Background: an optimization exercise with open tools, aiming at small area, a short achievable clock period and few clock cycles. Do not read the settings as production practice.

==> flow/design.v (excerpt) <==
module csr_nfa_top
(
	input logic clk,
	input logic reset,
	input csr_nfa_pkg::state_idx_t num_states,
	output logic char_ready,
	input logic char_valid,
	input csr_nfa_pkg::symbol_t char_a,
	input csr_nfa_pkg::symbol_t char_b,
	output logic rd_en,
	output csr_nfa_pkg::line_addr_t rd_addr,
	input csr_nfa_pkg::mem_line_t rd_data,
	output logic accept_a,
	output logic accept_b
);
clock: 10.0 ns
lec_check: 0
abc_area: 0
cap_margin: 35
cell_pad_in_sites_detail_placement: 0
cell_pad_in_sites_global_placement: 1
core_margin: 2
core_utilization: 45
cts_cluster_diameter: 80
cts_cluster_size: 22
setup_slack_margin: 5
slew_margin: 35
standard.sh (not shown) runs the stock make flow with config.mk's settings and CLKGATE_MAP_FILE= SYNTH_SCRIPT=/design/flow/synth_recipe.tcl, a recipe that flattens the netlist after the stock synthesis.
==> flow/flow/run.sh <==
#!/bin/bash
# The standard layout, with repair_timing aiming at a larger setup margin
set -euo pipefail
bash standard.sh SETUP_SLACK_MARGIN=6.6 finish > standard_run.log 2>&1
Rerun with:
--- a/flow/design.v
+++ b/flow/design.v
@@ -220,51 +220,49 @@
 	assign s_act = s_busy && !fl_last;
 	assign rem_single = (d_oh == rem);
 	assign s_is_last = (s_line == s_last);
 	assign hold_ok = (rem == '0) || (rem_single && (!s_act || s_is_last));
 	assign edge_ok = running;
 	assign cnt_a_nx = 8'(cnt_a) - 8'(cnt_a != '0) + 8'(acc_pa[0]) + 8'(acc_pa[1]) + 8'(acc_pa[2]) + 8'(acc_pa[3]);
 	assign cnt_b_nx = 8'(cnt_b) - 8'(cnt_b != '0) + 8'(acc_pb[0]) + 8'(acc_pb[1]) + 8'(acc_pb[2]) + 8'(acc_pb[3]);
 	assign quiet_next = running && !quiet && (pend == '0) && !ir_ptr && !ir_edge && !dt_ptr
 		&& (rem == '0) && !s_act && (cnt_a <= 7'd1) && (acc_pa == '0) && (cnt_b <= 7'd1) && (acc_pb == '0);
 	logic [3:0] rem_next;
 	logic early_ok;
 	assign rem_next = (dt_la | dt_lb) & ~p_eq;
-	logic ptr_norm;
-	assign early_ok = (rem == '0) && !s_act && ((rem_next & (rem_next - 4'd1)) == '0);
-	assign ptr_norm = !quiet && (pend != '0) && !dt_spec && !ir_ptr && !dt_ptr && hold_ok;
-	assign ptr_issue = ptr_norm || (!quiet && (pend != '0) && !ir_ptr && dt_ptr && early_ok);
+	assign early_ok = (rem == '0) && ((rem_next & (rem_next - 4'd1)) == '0) && ((rem_next == '0) || !s_act || s_is_last);
+	assign ptr_issue = !quiet && (pend != '0) && !dt_spec && !ir_ptr && (dt_ptr ? early_ok : hold_ok);
 	assign spec_issue = running && !quiet && (pend == '0) && (rem == '0) && !s_act
 		&& !ir_ptr && !dt_ptr && !ir_spec && !dt_spec && !spec_held && need_new[0];
 	assign ptr_oh = low_oh(pend);
 	logic gap_empty;
 	logic [1:0] d_idx;
 	always_comb
 	begin
 		gap_empty = 1'b1;
 		d_idx = '0;
 		for (int k = 0; k < 4; k++)
 		begin
 			if (d_oh[k])
 				d_idx = 2'(k);
 			if ((2'(k) > s_idx) && ((d_oh >> (k + 1)) != '0) && !heq[k])
 				gap_empty = 1'b0;
 		end
 	end
 	assign merge = s_act && s_is_last && s_inhold && (rem != '0) && (s_ll != 2'd3) && gap_empty;
 	always_comb
 		for (int l = 0; l < 4; l++)
 			s_mask[l] = !s_is_last || (2'(l) <= s_ll);
 	logic edge_go;
-	assign edge_go = edge_ok && !quiet && !ptr_norm && (s_act || rem != '0);
+	assign edge_go = edge_ok && !quiet && !ptr_issue && (s_act || rem != '0);
 	always_ff @(posedge clk)
 	begin
 		if (reset)
 		begin
 			ir_en <= 1'b1;
 			ir_addr <= '0;
 			ir_ptr <= 1'b1;
 			ir_spec <= 1'b0;
 			ir_edge <= 1'b0;
 			s_busy <= 1'b0;
 		end
 		else
Outcome: Count of clock-buffer cells in the layout rises by 3. Wire length rises by 0.63%. Cell area rises by 1.1%. Setup slack got worse by 1.1 ns. Synthesized area falls by 0.40%. Synthesized cell count stays flat. Critical path depth rises by 9. Maximum frequency falls by 22%.
No functional check of the RTL was part of any run of this note.

port drivers added, routing unchanged:
In the flow no input, the clock included, has a driving cell. The finished layouts below were timed again as built, in two steps.
Step 1, drivers: a clkbuf_16 drives clk and a buf_2 each remaining input, both assumed.
Step 2 times the ports against the registers' clock, not the clock port: input delays grow and output delays shrink by t, the midpoint of the rising clock arrivals with the driver on.
Slacks: ideal / step 1 / step 2; pairs: ideal / step 1.
run	t (ns)	setup WS [ns]	worst hold slack (ns)	clock arrival spread, ns
the first run	0.671	6.165 / 6.190 / 5.529	0.445 / 0.445 / 0.445	0.045 / 0.046
the second run	0.660	5.075 / 5.089 / 4.429	0.437 / 0.437 / 0.437	0.049 / 0.048
After both steps setup and hold are still met in every run listed. The setup slack of the second run, which loses most, moves by +0.014 ns with the drivers and by -0.646 ns with both steps.
